This design comes from an exercise in tuning for small area, a short achievable clock period and few clock cycles per item on the open sky130 flow, not from production work.
The RTL was checked by simulation tests, not by an equivalence proof against the original design.
Power and IR drop assume default switching activity.

==> run a: inputs <==
Design fc_accum, start of the top module:
module fc_accum #(
  parameter int DATAW = 20,
  parameter int ADDRW = 12,
  parameter int FRAC  = 16,
  parameter int NUM   = 2048,
  parameter int RELU  = 1
) (
  input  logic             i_clk,
  input  logic             i_reset,
  input  logic             i_start,
  input  logic [DATAW-1:0] i_bias,
  output logic             o_busy,
  output logic             o_done,
  output logic             o_crd,
  output logic [ADDRW-1:0] o_caddr_rd,
  input  logic [DATAW-1:0] i_cdata_rd,
  output logic [ADDRW-1:0] o_waddr,
  input  logic [DATAW-1:0] i_wdata,
  output logic             o_cwr,
  output logic [2:0]       o_csel,
  output logic [ADDRW-1:0] o_caddr_wr,
  output logic [DATAW-1:0] o_cdata_wr
);
  localparam int AW = 51;
  localparam int NB = 14;
  logic              r_busy, r_done, r_crd, r_drain;
  logic [10:0]       r_cnt;
  logic              r_v1;       
  logic              v_q;        
  logic              v2_q;       
  logic              w_start;
  logic [19:0]       d_q;
  logic [9:0]        one_q, two_q, neg_q;
  logic [72:0]  s1_q;
  logic [72:0]  s1_d;
  logic [AW-1:0]     acc_q;
  logic [NB-1:0]     cy_q;       
  logic [AW-1:0]     acc_d;
  logic [NB-1:0]     cy_d;
  assign w_start = i_start & ~r_busy & ~r_done;
  logic [20:0] wx;
  assign wx = {i_wdata, 1'b0};
  always_ff @(posedge i_clk) begin
    for (int i = 0; i < 10; i++) begin
      one_q[i] <= ~i_reset & r_v1 & (wx[2*i+1] ^ wx[2*i]);
      two_q[i] <= ~i_reset & r_v1 & ((wx[2*i+2] & ~wx[2*i+1] & ~wx[2*i]) | (~wx[2*i+2] & wx[2*i+1] & wx[2*i]));
      neg_q[i] <= ~i_reset & r_v1 & wx[2*i+2] & ~(wx[2*i+1] & wx[2*i]);
    end
    d_q <= i_cdata_rd;
  end
  logic [20:0] dx;
  assign dx = {d_q[19], d_q};
  wire pp0_0 = (((one_q[0] & dx[0]) | (two_q[0] & 1'b0)) ^ neg_q[0]);
  wire pp0_1 = (((one_q[0] & dx[1]) | (two_q[0] & dx[0])) ^ neg_q[0]);
  wire pp0_2 = (((one_q[0] & dx[2]) | (two_q[0] & dx[1])) ^ neg_q[0]);
  wire pp0_3 = (((one_q[0] & dx[3]) | (two_q[0] & dx[2])) ^ neg_q[0]);
  wire pp0_4 = (((one_q[0] & dx[4]) | (two_q[0] & dx[3])) ^ neg_q[0]);
  wire pp0_5 = (((one_q[0] & dx[5]) | (two_q[0] & dx[4])) ^ neg_q[0]);
  wire pp0_6 = (((one_q[0] & dx[6]) | (two_q[0] & dx[5])) ^ neg_q[0]);
  wire pp0_7 = (((one_q[0] & dx[7]) | (two_q[0] & dx[6])) ^ neg_q[0]);
  ...
export LEC_CHECK = 0
export CAP_MARGIN = 60
export CORE_MARGIN = 2
export CORE_UTILIZATION = 70
export CTS_CLUSTER_DIAMETER = 80
export CTS_CLUSTER_SIZE = 30
export PLACE_DENSITY = 0.85
export SLEW_MARGIN = 60
export SYNTH_HIERARCHICAL = 1
export SYNTH_MINIMUM_KEEP_SIZE = 0
create_clock -name core_clock -period 12.5 [get_ports {i_clk}]
standard.sh (not shown) runs the stock make flow with config.mk's settings and CLKGATE_MAP_FILE= SYNTH_SCRIPT=/design/flow/synth_recipe.tcl, a recipe that flattens the netlist after the stock synthesis.
==> flow/flow/run.sh <==
#!/bin/bash
# The standard layout, with two changes:
#  - the port buffers are sky130_fd_sc_hd__buf_1 instead of the buffer that
#    buffer_ports picks by default (a delay cell, clkdlybuf4s50_1); the
#    resizer may upsize them as usual;
#  - repair_timing aims for 9 ns of setup slack.
# The clock period, the constraints and every other step are the standard ones.
set -euo pipefail
bash standard.sh "BUFFER_PORTS_ARGS=-buffer_cell sky130_fd_sc_hd__buf_1" SETUP_SLACK_MARGIN=9 finish > standard.log 2>&1
==> run b: changes against run a <==
--- a/flow/design.v
+++ b/flow/design.v
@@ -18,15 +18,15 @@
   input  logic [DATAW-1:0] i_wdata,
   output logic             o_cwr,
   output logic [2:0]       o_csel,
   output logic [ADDRW-1:0] o_caddr_wr,
   output logic [DATAW-1:0] o_cdata_wr
 );
   localparam int AW = 51;
-  localparam int NB = 14;
+  localparam int NB = 12;
   logic              r_busy, r_done, r_crd, r_drain;
   logic [10:0]       r_cnt;
   logic              r_v1;       
   logic              v_q;        
   logic              v2_q;       
   logic              w_start;
   logic [19:0]       d_q;
@@ -828,177 +828,171 @@
   assign acc_d[2] = rs3;
   logic rs4, rc4;
   fc_fa u_rfa4 (.a(acc_q[3]), .b(s1_q[3]), .c(rc3), .s(rs4), .co(rc4));
   assign acc_d[3] = rs4;
   logic rs5, rc5;
   fc_fa u_rfa5 (.a(acc_q[4]), .b(s1_q[4]), .c(rc4), .s(rs5), .co(rc5));
   assign acc_d[4] = rs5;
-  assign cy_d[1] = rc5;
   logic rs6, rc6;
-  fc_fa u_rfa6 (.a(s1_q[7]), .b(fs177), .c(cy_q[1]), .s(rs6), .co(rc6));
+  fc_fa u_rfa6 (.a(s1_q[7]), .b(fs177), .c(rc5), .s(rs6), .co(rc6));
   assign acc_d[5] = rs6;
+  assign cy_d[1] = rc6;
   logic rs7, rc7;
-  fc_fa u_rfa7 (.a(fc177), .b(fs178), .c(rc6), .s(rs7), .co(rc7));
+  fc_fa u_rfa7 (.a(fc177), .b(fs178), .c(cy_q[1]), .s(rs7), .co(rc7));
   assign acc_d[6] = rs7;
   logic rs8, rc8;
   fc_fa u_rfa8 (.a(fc178), .b(fs179), .c(rc7), .s(rs8), .co(rc8));
   assign acc_d[7] = rs8;
   logic rs9, rc9;
   fc_fa u_rfa9 (.a(fc179), .b(fs180), .c(rc8), .s(rs9), .co(rc9));
   assign acc_d[8] = rs9;
-  assign cy_d[2] = rc9;
   logic rs10, rc10;
-  fc_fa u_rfa10 (.a(fc180), .b(fs181), .c(cy_q[2]), .s(rs10), .co(rc10));
+  fc_fa u_rfa10 (.a(fc180), .b(fs181), .c(rc9), .s(rs10), .co(rc10));
   assign acc_d[9] = rs10;
   logic rs11, rc11;
   fc_fa u_rfa11 (.a(fc181), .b(fs182), .c(rc10), .s(rs11), .co(rc11));
   assign acc_d[10] = rs11;
+  assign cy_d[2] = rc11;
   logic rs12, rc12;
-  fc_fa u_rfa12 (.a(fc182), .b(fs183), .c(rc11), .s(rs12), .co(rc12));
+  fc_fa u_rfa12 (.a(fc182), .b(fs183), .c(cy_q[2]), .s(rs12), .co(rc12));
   assign acc_d[11] = rs12;
   logic rs13, rc13;
   fc_fa u_rfa13 (.a(fc183), .b(fs184), .c(rc12), .s(rs13), .co(rc13));
   assign acc_d[12] = rs13;
-  assign cy_d[3] = rc13;
   logic rs14, rc14;
-  fc_fa u_rfa14 (.a(fc184), .b(fs185), .c(cy_q[3]), .s(rs14), .co(rc14));
+  fc_fa u_rfa14 (.a(fc184), .b(fs185), .c(rc13), .s(rs14), .co(rc14));
   assign acc_d[13] = rs14;
   logic rs15, rc15;
   fc_fa u_rfa15 (.a(fc185), .b(fs186), .c(rc14), .s(rs15), .co(rc15));
   assign acc_d[14] = rs15;
   logic rs16, rc16;
   fc_fa u_rfa16 (.a(fc186), .b(fs187), .c(rc15), .s(rs16), .co(rc16));
   assign acc_d[15] = rs16;
+  assign cy_d[3] = rc16;
   logic rs17, rc17;
-  fc_fa u_rfa17 (.a(fc187), .b(fs188), .c(rc16), .s(rs17), .co(rc17));
+  fc_fa u_rfa17 (.a(fc187), .b(fs188), .c(cy_q[3]), .s(rs17), .co(rc17));
   assign acc_d[16] = rs17;
-  assign cy_d[4] = rc17;
   logic rs18, rc18;
-  fc_fa u_rfa18 (.a(fc188), .b(fs189), .c(cy_q[4]), .s(rs18), .co(rc18));
+  fc_fa u_rfa18 (.a(fc188), .b(fs189), .c(rc17), .s(rs18), .co(rc18));
   assign acc_d[17] = rs18;
   logic rs19, rc19;
   fc_fa u_rfa19 (.a(fc189), .b(fs190), .c(rc18), .s(rs19), .co(rc19));
   assign acc_d[18] = rs19;
   logic rs20, rc20;
   fc_fa u_rfa20 (.a(fc190), .b(fs191), .c(rc19), .s(rs20), .co(rc20));
   assign acc_d[19] = rs20;
   logic rs21, rc21;
   fc_fa u_rfa21 (.a(fs192), .b(fs193), .c(rc20), .s(rs21), .co(rc21));
   assign acc_d[20] = rs21;
-  assign cy_d[5] = rc21;
+  assign cy_d[4] = rc21;
   logic rs22, rc22;
-  fc_fa u_rfa22 (.a(fc193), .b(fs195), .c(cy_q[5]), .s(rs22), .co(rc22));
+  fc_fa u_rfa22 (.a(fc193), .b(fs195), .c(cy_q[4]), .s(rs22), .co(rc22));
   assign acc_d[21] = rs22;
   logic rs23, rc23;
   fc_fa u_rfa23 (.a(fs197), .b(fc195), .c(rc22), .s(rs23), .co(rc23));
   assign acc_d[22] = rs23;
   logic rs24, rc24;
   fc_fa u_rfa24 (.a(fc197), .b(fs199), .c(rc23), .s(rs24), .co(rc24));
   assign acc_d[23] = rs24;
-  assign cy_d[6] = rc24;
+  assign cy_d[5] = rc24;
   logic rs25, rc25;
-  fc_fa u_rfa25 (.a(fs201), .b(fc199), .c(cy_q[6]), .s(rs25), .co(rc25));
+  fc_fa u_rfa25 (.a(fs201), .b(fc199), .c(cy_q[5]), .s(rs25), .co(rc25));
   assign acc_d[24] = rs25;
   logic rs26, rc26;
   fc_fa u_rfa26 (.a(fc201), .b(fs203), .c(rc25), .s(rs26), .co(rc26));
   assign acc_d[25] = rs26;
   logic rs27, rc27;
   fc_fa u_rfa27 (.a(fs205), .b(fc203), .c(rc26), .s(rs27), .co(rc27));
   assign acc_d[26] = rs27;
-  assign cy_d[7] = rc27;
   logic rs28, rc28;
-  fc_fa u_rfa28 (.a(fc205), .b(fs207), .c(cy_q[7]), .s(rs28), .co(rc28));
+  fc_fa u_rfa28 (.a(fc205), .b(fs207), .c(rc27), .s(rs28), .co(rc28));
   assign acc_d[27] = rs28;
+  assign cy_d[6] = rc28;
   logic rs29, rc29;
-  fc_fa u_rfa29 (.a(fs209), .b(fc207), .c(rc28), .s(rs29), .co(rc29));
+  fc_fa u_rfa29 (.a(fs209), .b(fc207), .c(cy_q[6]), .s(rs29), .co(rc29));
   assign acc_d[28] = rs29;
   logic rs30, rc30;
   fc_fa u_rfa30 (.a(fc209), .b(fs211), .c(rc29), .s(rs30), .co(rc30));
   assign acc_d[29] = rs30;
-  assign cy_d[8] = rc30;
   logic rs31, rc31;
-  fc_fa u_rfa31 (.a(fs213), .b(fc211), .c(cy_q[8]), .s(rs31), .co(rc31));
+  fc_fa u_rfa31 (.a(fs213), .b(fc211), .c(rc30), .s(rs31), .co(rc31));
   assign acc_d[30] = rs31;
   logic rs32, rc32;
   fc_fa u_rfa32 (.a(fc213), .b(fs215), .c(rc31), .s(rs32), .co(rc32));
   assign acc_d[31] = rs32;
+  assign cy_d[7] = rc32;
   logic rs33, rc33;
-  fc_fa u_rfa33 (.a(fs217), .b(fc215), .c(rc32), .s(rs33), .co(rc33));
+  fc_fa u_rfa33 (.a(fs217), .b(fc215), .c(cy_q[7]), .s(rs33), .co(rc33));
   assign acc_d[32] = rs33;
-  assign cy_d[9] = rc33;
   logic rs34, rc34;
-  fc_fa u_rfa34 (.a(fc217), .b(fs219), .c(cy_q[9]), .s(rs34), .co(rc34));
+  fc_fa u_rfa34 (.a(fc217), .b(fs219), .c(rc33), .s(rs34), .co(rc34));
   assign acc_d[33] = rs34;
   logic rs35, rc35;
   fc_fa u_rfa35 (.a(fs221), .b(fc219), .c(rc34), .s(rs35), .co(rc35));
   assign acc_d[34] = rs35;
   logic rs36, rc36;
   fc_fa u_rfa36 (.a(fc221), .b(fs223), .c(rc35), .s(rs36), .co(rc36));
   assign acc_d[35] = rs36;
-  assign cy_d[10] = rc36;
+  assign cy_d[8] = rc36;
   logic rs37, rc37;
-  fc_fa u_rfa37 (.a(fs225), .b(fc223), .c(cy_q[10]), .s(rs37), .co(rc37));
+  fc_fa u_rfa37 (.a(fs225), .b(fc223), .c(cy_q[8]), .s(rs37), .co(rc37));
   assign acc_d[36] = rs37;
   logic rs38, rc38;
   fc_fa u_rfa38 (.a(fc225), .b(fs227), .c(rc37), .s(rs38), .co(rc38));
   assign acc_d[37] = rs38;
   logic rs39, rc39;
   fc_fa u_rfa39 (.a(fc227), .b(fs228), .c(rc38), .s(rs39), .co(rc39));
   assign acc_d[38] = rs39;
-  assign cy_d[11] = rc39;
   logic rs40, rc40;
-  fc_fa u_rfa40 (.a(fs229), .b(fc228), .c(cy_q[11]), .s(rs40), .co(rc40));
+  fc_fa u_rfa40 (.a(fs229), .b(fc228), .c(rc39), .s(rs40), .co(rc40));
   assign acc_d[39] = rs40;
+  assign cy_d[9] = rc40;
   logic rs41, rc41;
-  fc_fa u_rfa41 (.a(fc229), .b(fs230), .c(rc40), .s(rs41), .co(rc41));
+  fc_fa u_rfa41 (.a(fc229), .b(fs230), .c(cy_q[9]), .s(rs41), .co(rc41));
   assign acc_d[40] = rs41;
   logic rs42, rc42;
   fc_fa u_rfa42 (.a(fc230), .b(fs231), .c(rc41), .s(rs42), .co(rc42));
   assign acc_d[41] = rs42;
-  assign cy_d[12] = rc42;
   logic rs43, rc43;
-  fc_fa u_rfa43 (.a(fc231), .b(fs232), .c(cy_q[12]), .s(rs43), .co(rc43));
+  fc_fa u_rfa43 (.a(fc231), .b(fs232), .c(rc42), .s(rs43), .co(rc43));
   assign acc_d[42] = rs43;
   logic rs44, rc44;
   fc_fa u_rfa44 (.a(fc232), .b(fs233), .c(rc43), .s(rs44), .co(rc44));
   assign acc_d[43] = rs44;
   logic rs45, rc45;
   fc_fa u_rfa45 (.a(fc233), .b(fs234), .c(rc44), .s(rs45), .co(rc45));
   assign acc_d[44] = rs45;
+  assign cy_d[10] = rc45;
   logic rs46, rc46;
-  fc_fa u_rfa46 (.a(fc234), .b(fs235), .c(rc45), .s(rs46), .co(rc46));
+  fc_fa u_rfa46 (.a(fc234), .b(fs235), .c(cy_q[10]), .s(rs46), .co(rc46));
   assign acc_d[45] = rs46;
   logic rs47, rc47;
   fc_fa u_rfa47 (.a(fc235), .b(fs236), .c(rc46), .s(rs47), .co(rc47));
   assign acc_d[46] = rs47;
-  assign cy_d[13] = rc47;
   logic rs48, rc48;
-  fc_fa u_rfa48 (.a(fc236), .b(fs237), .c(cy_q[13]), .s(rs48), .co(rc48));
+  fc_fa u_rfa48 (.a(fc236), .b(fs237), .c(rc47), .s(rs48), .co(rc48));
   assign acc_d[47] = rs48;
   logic rs49, rc49;
   fc_fa u_rfa49 (.a(fc237), .b(fs238), .c(rc48), .s(rs49), .co(rc49));
   assign acc_d[48] = rs49;
   logic rs50, rc50;
   fc_fa u_rfa50 (.a(fc238), .b(fs239), .c(rc49), .s(rs50), .co(rc50));
   assign acc_d[49] = rs50;
+  assign cy_d[11] = rc50;
   logic rs51, rc51;
-  fc_fa u_rfa51 (.a(fc239), .b(fs240), .c(rc50), .s(rs51), .co(rc51));
+  fc_fa u_rfa51 (.a(fc239), .b(fs240), .c(cy_q[11]), .s(rs51), .co(rc51));
   assign acc_d[50] = rs51;
   assign cy_d[0] = 1'b0;
   logic r_idle;    
-  logic w_neg, w_ovf;
-  assign w_neg = acc_q[AW-1];
-  assign w_ovf = ~acc_q[AW-1] & (|acc_q[AW-2:35]);
   always_ff @(posedge i_clk) begin
     if (r_idle) begin
       acc_q <= {{(AW-36){i_bias[19]}}, i_bias, 1'b1, 15'd0};
       cy_q  <= '0;
     end else begin
       acc_q <= acc_d;
-      acc_q[34:16] <= (acc_d[34:16] | {19{n_done & w_ovf}}) & ~{19{n_done & w_neg}};
       cy_q  <= cy_d;
     end
   end
   logic n_busy, n_done, n_crd, n_drain;
   logic [10:0] n_cnt;
   always_comb begin
     n_busy  = r_busy;
@@ -1046,23 +1040,29 @@
       r_crd   <= n_crd;
       r_drain <= n_drain;
       r_csel2 <= n_crd | n_done;
       r_idle  <= ~n_busy;
       r_cnt   <= n_cnt;
     end
   end
+  logic [19:0] r_res;
+  always_ff @(posedge i_clk) begin
+    if (acc_q[AW-1])              r_res <= '0;
+    else if (|acc_q[AW-2:35])     r_res <= 20'h7FFFF;
+    else                          r_res <= {1'b0, acc_q[34:16]};
+  end
   assign o_busy     = r_busy;
   assign o_done     = r_done;
   assign o_crd      = r_crd;
   assign o_caddr_rd = {1'b0, r_cnt};
   assign o_waddr    = {1'b0, r_cnt};
   assign o_cwr      = r_done;
   assign o_csel     = {r_csel2, r_done, r_crd};
   assign o_caddr_wr = '0;
-  assign o_cdata_wr = {1'b0, acc_q[34:16]};
+  assign o_cdata_wr = r_res;
 endmodule
 module fc_fa (
   input  logic a, b, c,
   output logic s, co
 );
   assign s  = a ^ b ^ c;
   assign co = (a & b) | (a & c) | (b & c);
==> impl_table.tex <==
\begin{tabular}{lr}
\hline
Metric & Value \\
\hline
\multicolumn{2}{l}{\textbf{Power and ir drop}} \\
\quad Internal power & 1.30 mW \\
\quad Clock power share & 0.224 \\
\multicolumn{2}{l}{\textbf{Status}} \\
\quad Run status & timing/DRC/antenna clean \\
\multicolumn{2}{l}{\textbf{Min path}} \\
\quad Min-Delay Startpoint & r\_drain\$\_SDFFE\_PP0P\_ \\
\multicolumn{2}{l}{\textbf{GRT}} \\
\quad Number of global-route vias before repair & about 11000 \\
\multicolumn{2}{l}{\textbf{Final layout}} \\
\quad Share of the final layout cell area in multi-input gates & 0.627 \\
\quad Clock buffer count & 13 \\
\quad Count of multi-input combinational gates & 972 \\
\multicolumn{2}{l}{\textbf{Floorplan}} \\
\quad Width of the die & approximately 150 um \\
\multicolumn{2}{l}{\textbf{Critical path}} \\
\quad Reg-to-reg slack, setup & around 9.1 ns \\
\hline
\end{tabular}
That was run a.
==> impl_table.tex <==
\begin{tabular}{lr}
\hline
Metric & Value \\
\hline
\multicolumn{2}{l}{\textbf{Clocking}} \\
\quad CTS tree & done \\
\quad Maximum count of clock buffers along a single path & 3 \\
\multicolumn{2}{l}{\textbf{Min path}} \\
\quad Min-Delay Startpoint & acc\_q[18]\$\_DFF\_P\_ \\
\multicolumn{2}{l}{\textbf{Power and ir drop}} \\
\quad Clock power share & 0.253 \\
\quad Internal power & about 1.3 mW \\
\multicolumn{2}{l}{\textbf{Status}} \\
\quad Run status & timing/DRC/antenna clean \\
\multicolumn{2}{l}{\textbf{Final layout}} \\
\quad Clock buffer count & 16 \\
\quad Share of the final layout cell area in multi-input gates & 0.617 \\
\quad Count of multi-input combinational gates & 953 \\
\multicolumn{2}{l}{\textbf{Critical path}} \\
\quad Reg-to-reg slack, setup & between 9 and 10 ns \\
\quad Kind of cell adding the most delay to the critical path & flip-flops \\
\multicolumn{2}{l}{\textbf{GRT}} \\
\quad First-pass GRT wire length & 59.8 mm \\
\multicolumn{2}{l}{\textbf{Floorplan}} \\
\quad Width of the die & 154 um \\
\hline
\end{tabular}
That was run b.
Testbench counts of run a, summed over its fixed seeds: cycles 263,332, items 128.
Testbench counts of run b, summed over its fixed seeds: cycles 263,288, items 128.

==> static timing again, ports no longer ideal <==
The results above use ideal ports. As a check the final layouts listed here were re-extracted and re-timed, cells and wires unchanged. Step 1 (the two cells are an assumption about what drives the block):
set clk [get_ports {i_clk}]
set_driving_cell -lib_cell sky130_fd_sc_hd__clkbuf_16 $clk
set_driving_cell -lib_cell sky130_fd_sc_hd__buf_2 [delete_from_list [all_inputs] $clk]
Step 2 also shifts input and output timing later by t, the mid clock arrival at the registers, as if the neighbouring blocks saw the same clock. a / b / c = ideal / step 1 / step 2; a / b = the first two.
run | t, ns | slack for setup (ns) | worst setup path after step 2 | latest minus earliest clock arrival (ns) | cell pins on the clock port's net
run a | 0.527 | 8.982 / 8.939 / 8.619 | input to register | 0.013 / 0.014 | 1
run b | 0.542 | 8.972 / 8.922 / 8.688 | input to register | 0.026 / 0.025 | 1
After both steps setup and hold are still met in every run listed. For run a, which loses most, drivers alone change the setup slack by -0.043 ns; drivers and shift together by -0.363 ns.
